This is an optimization exercise on Yosys and OpenROAD, whose aim is small area, not a production implementation.
Function was checked by simulation only, so behaviour that the tests miss may differ from the original.
Power and IR drop assume default switching activity.

// receiver_credit_rate_controller
module receiver_credit_rate_controller
(
    input  logic        aclk,
    input  logic        aresetn,
    input  logic        s_valid,
    output logic        s_ready,
    input  logic [81:0] s_data,
    output logic        m_valid,
    input  logic        m_ready,
    output logic [84:0] m_data,
    input  logic        cfg_valid,
    output logic        cfg_ready,
    input  logic [1:0]  cfg_index,
    input  logic [31:0] cfg_data
);
    localparam logic [4:0] S_INIT  = 5'd0,
                           S_IDLE  = 5'd1,
                           S_CFG   = 5'd2,
                           S_P1    = 5'd3,
                           S_P2    = 5'd4,
                           S_LOSS0 = 5'd5,
                           S_LDIV  = 5'd6,
                           S_BR    = 5'd7,
                           S_MUL   = 5'd8,
                           S_MOD5  = 5'd9,
                           S_D10   = 5'd10,
                           S_SUM   = 5'd11,
                           S_CLAMP = 5'd12,
                           S_RES   = 5'd13,
  ...
make LEC_CHECK=0 ABC_AREA=1 CAP_MARGIN=20 CORE_MARGIN=2 CORE_UTILIZATION=60 SLEW_MARGIN=20 finish   # period 10.0 ns
run.sh (not shown) runs the stock make flow with config.mk's settings and CLKGATE_MAP_FILE= SYNTH_SCRIPT=/design/flow/synth_recipe.tcl, a recipe that flattens the netlist after the stock synthesis.
The baseline passed the timing, DRC and antenna checks.
Change:
==> flow/flow/run.sh (new file) <==
#!/bin/bash
# Standard layout, with the port buffers made from sky130_fd_sc_hd__buf_1
# instead of the buffer cell buffer_ports picks by default.
cd "$(dirname "$0")/.."
export BUFFER_PORTS_ARGS="-buffer_cell sky130_fd_sc_hd__buf_1"
export CTS_ARGS="-sink_clustering_enable -repair_clock_nets -dont_use_dummy_load -buf_list sky130_fd_sc_hd__clkbuf_2"
bash standard.sh > standard.log 2>&1
status=$?
cp standard.sh flow_standard_copy.sh.txt 2>/dev/null
exit $status
==> flow/standard.sh (new file) <==
#!/bin/bash
# synth_recipe.tcl (not shown) runs the flow's synth.tcl, then flattens the netlist and writes it again
# the make line also repeats each setting of config.mk as NAME=value (left out here)
make -C /OpenROAD-flow-scripts/flow DESIGN_CONFIG=/design/flow/config.mk WORK_HOME=/design/flow/orfs CLKGATE_MAP_FILE= SYNTH_SCRIPT=/design/flow/synth_recipe.tcl "${@:-finish}"
removed: flow/run.sh
The changed run produced a clean layout.
Via count stays flat.
Non-clock buffer count stays the same.
Hold slack got worse by 170 ps.
Final cell count came out higher by 1.3%.
Synthesized cell count stays the same.
Core utilization came out lower by 9.1 points.
Clock skew came out higher by 200 ps.
Die area does not change.
Synthesized area is unchanged.
Change:
==> flow/run.sh (new file) <==
#!/bin/bash
# synth_recipe.tcl (not shown) runs the flow's synth.tcl, then flattens the netlist and writes it again
# the make line also repeats each setting of config.mk as NAME=value (left out here)
make -C /OpenROAD-flow-scripts/flow DESIGN_CONFIG=/design/flow/config.mk WORK_HOME=/design/flow/orfs CLKGATE_MAP_FILE= SYNTH_SCRIPT=/design/flow/synth_recipe.tcl finish
Settings changed: CORE_UTILIZATION 60 to 80, CTS_BUF_LIST set to sky130_fd_sc_hd__clkbuf_4.
removed: flow/flow/run.sh
removed: flow/standard.sh
This time the run ended with an error in clock tree synthesis with DPL-0033.
Area after synthesis is unchanged.
Synthesized cell count does not change.
Change:
==> flow/flow/run.sh (new file) <==
#!/bin/bash
# Standard layout, with the port buffers made from sky130_fd_sc_hd__buf_1
# instead of the buffer cell buffer_ports picks by default.
cd "$(dirname "$0")/.."
export BUFFER_PORTS_ARGS="-buffer_cell sky130_fd_sc_hd__buf_1"
export CTS_ARGS="-sink_clustering_enable -repair_clock_nets -dont_use_dummy_load -buf_list sky130_fd_sc_hd__clkbuf_4 -sink_clustering_size 8 -sink_clustering_max_diameter 60"
bash standard.sh > standard.log 2>&1
status=$?
cp standard.sh flow_standard_copy.sh.txt 2>/dev/null
exit $status
==> flow/standard.sh (new file) <==
#!/bin/bash
# synth_recipe.tcl (not shown) runs the flow's synth.tcl, then flattens the netlist and writes it again
# the make line also repeats each setting of config.mk as NAME=value (left out here)
make -C /OpenROAD-flow-scripts/flow DESIGN_CONFIG=/design/flow/config.mk WORK_HOME=/design/flow/orfs CLKGATE_MAP_FILE= SYNTH_SCRIPT=/design/flow/synth_recipe.tcl "${@:-finish}"
Settings changed: CORE_UTILIZATION 80 to 60, CTS_BUF_LIST sky130_fd_sc_hd__clkbuf_4 to unset.
removed: flow/run.sh
After rerunning:
- Now the flow passed the timing, DRC and antenna checks
- synthesized cell count stays the same
- synthesized area is unchanged
Change:
==> flow/flow/run.sh (replaced) <==
#!/bin/bash
# Standard layout, with the port buffers made from sky130_fd_sc_hd__buf_1
# instead of the buffer cell buffer_ports picks by default.
cd "$(dirname "$0")/.."
export BUFFER_PORTS_ARGS="-buffer_cell sky130_fd_sc_hd__buf_1"
export CTS_ARGS="-sink_clustering_enable -repair_clock_nets -dont_use_dummy_load -buf_list sky130_fd_sc_hd__clkbuf_4"
bash standard.sh > standard.log 2>&1
status=$?
cp standard.sh flow_standard_copy.sh.txt 2>/dev/null
exit $status
=> The new run finished with timing, DRC and antenna clean. Clock power grows by about 20%. Worst setup slack loses 25 ps. Maximum frequency shrinks by about 0.5%.

Starting RTL as in the previous note.
## receiver_credit_rate_controller
module receiver_credit_rate_controller
(
    input  logic        aclk,
    input  logic        aresetn,
    input  logic        s_valid,
    output logic        s_ready,
    input  logic [81:0] s_data,
    output logic        m_valid,
    input  logic        m_ready,
    output logic [84:0] m_data,
    input  logic        cfg_valid,
    output logic        cfg_ready,
    input  logic [1:0]  cfg_index,
    input  logic [31:0] cfg_data
);
Settings: LEC_CHECK=0, ABC_AREA=1, CAP_MARGIN=20, CORE_MARGIN=2, CORE_UTILIZATION=60, SLEW_MARGIN=20; clock period 10.0 ns.
standard.sh (not shown) runs the stock make flow with config.mk's settings and CLKGATE_MAP_FILE= SYNTH_SCRIPT=/design/flow/synth_recipe.tcl, a recipe that flattens the netlist after the stock synthesis.
==> flow/flow/run.sh <==
#!/bin/bash
# Standard layout, with the port buffers made from sky130_fd_sc_hd__buf_1
# instead of the buffer cell buffer_ports picks by default.
cd "$(dirname "$0")/.."
export BUFFER_PORTS_ARGS="-buffer_cell sky130_fd_sc_hd__buf_1"
export CTS_ARGS="-sink_clustering_enable -repair_clock_nets -dont_use_dummy_load -buf_list \"sky130_fd_sc_hd__clkbuf_2 sky130_fd_sc_hd__clkbuf_4\""
bash standard.sh > standard.log 2>&1
status=$?
cp standard.sh flow_standard_copy.sh.txt 2>/dev/null
exit $status
Then changed:
--- a/flow/flow/run.sh
+++ b/flow/flow/run.sh
@@ -5,3 +5,3 @@
 export BUFFER_PORTS_ARGS="-buffer_cell sky130_fd_sc_hd__buf_1"
-export CTS_ARGS="-sink_clustering_enable -repair_clock_nets -dont_use_dummy_load -buf_list \"sky130_fd_sc_hd__clkbuf_2 sky130_fd_sc_hd__clkbuf_4\""
+export CTS_ARGS="-sink_clustering_enable -repair_clock_nets -dont_use_dummy_load -buf_list sky130_fd_sc_hd__clkbuf_8"
 bash standard.sh > standard.log 2>&1
What happened: Worst hold slack gets better by 0.042 ns. Area after synthesis is unchanged. Wire length climbs by 1.2%. Count of clock-buffer cells in the layout drops by 35. Die area stays the same. Cell count drops by 1.7%. Clock skew drops by 0.0063 ns. Power climbs by 3.3%. Critical path depth is unchanged. Core utilization climbs by 0.60 points. Sequential power stays flat.
Then changed:
--- a/flow/flow/run.sh
+++ b/flow/flow/run.sh
@@ -5,3 +5,3 @@
 export BUFFER_PORTS_ARGS="-buffer_cell sky130_fd_sc_hd__buf_1"
-export CTS_ARGS="-sink_clustering_enable -repair_clock_nets -dont_use_dummy_load -buf_list sky130_fd_sc_hd__clkbuf_8"
+export CTS_ARGS="-sink_clustering_enable -repair_clock_nets -dont_use_dummy_load -buf_list sky130_fd_sc_hd__clkbuf_4 -sink_clustering_size 8 -sink_clustering_max_diameter 60"
 bash standard.sh > standard.log 2>&1
- CAP_MARGIN: 20 -> 0
- SLEW_MARGIN: 20 -> 0
=> The new run ran to the end with no violations. Design area decreases by 2.6%. Global-route usage drops by 0.12 points. Via count came out higher by 0.37%. Critical path depth stays the same. Total power is lower by 7.6%. Wire length drops by 1.7%. First-iteration DRC count drops by 1.7%. Utilization is lower by 1.8 points. Sequential power stays flat. Cell count stays flat.

==> afterwards: timing with drivers on the ports <==
The results above use ideal ports. As a check the final layouts listed here were re-extracted and re-timed, cells and wires unchanged. Step 1 assumes that a clkbuf_16 drives the clock port and a buf_2 every other input. Step 2 also shifts input and output timing later by t, the mid clock arrival at the registers, as if the neighbouring blocks saw the same clock. Three values: no drivers, after step 1, after step 2; two values: the first two.
run | shift t [ns] | setup WS [ns] | pins driven straight from the clock port
the first run of note 1 | 0.591 | 4.731 / 4.731 / 4.731 | 1
the second run of note 1 | 0.911 | 4.723 / 4.680 / 4.976 | 1
the fourth run of note 1 | 0.697 | 4.904 / 4.861 / 4.910 | 1
the fifth run of note 1 | 0.735 | 4.879 / 4.843 / 4.879 | 1
the first run of note 2 | 0.735 | 4.879 / 4.843 / 4.879 | 1
the second run of note 2 | 0.603 | 4.926 / 4.926 / 4.926 | 1
the third run of note 2 | 0.689 | 4.905 / 4.871 / 4.905 | 1
After both steps every run listed still meets setup and hold.
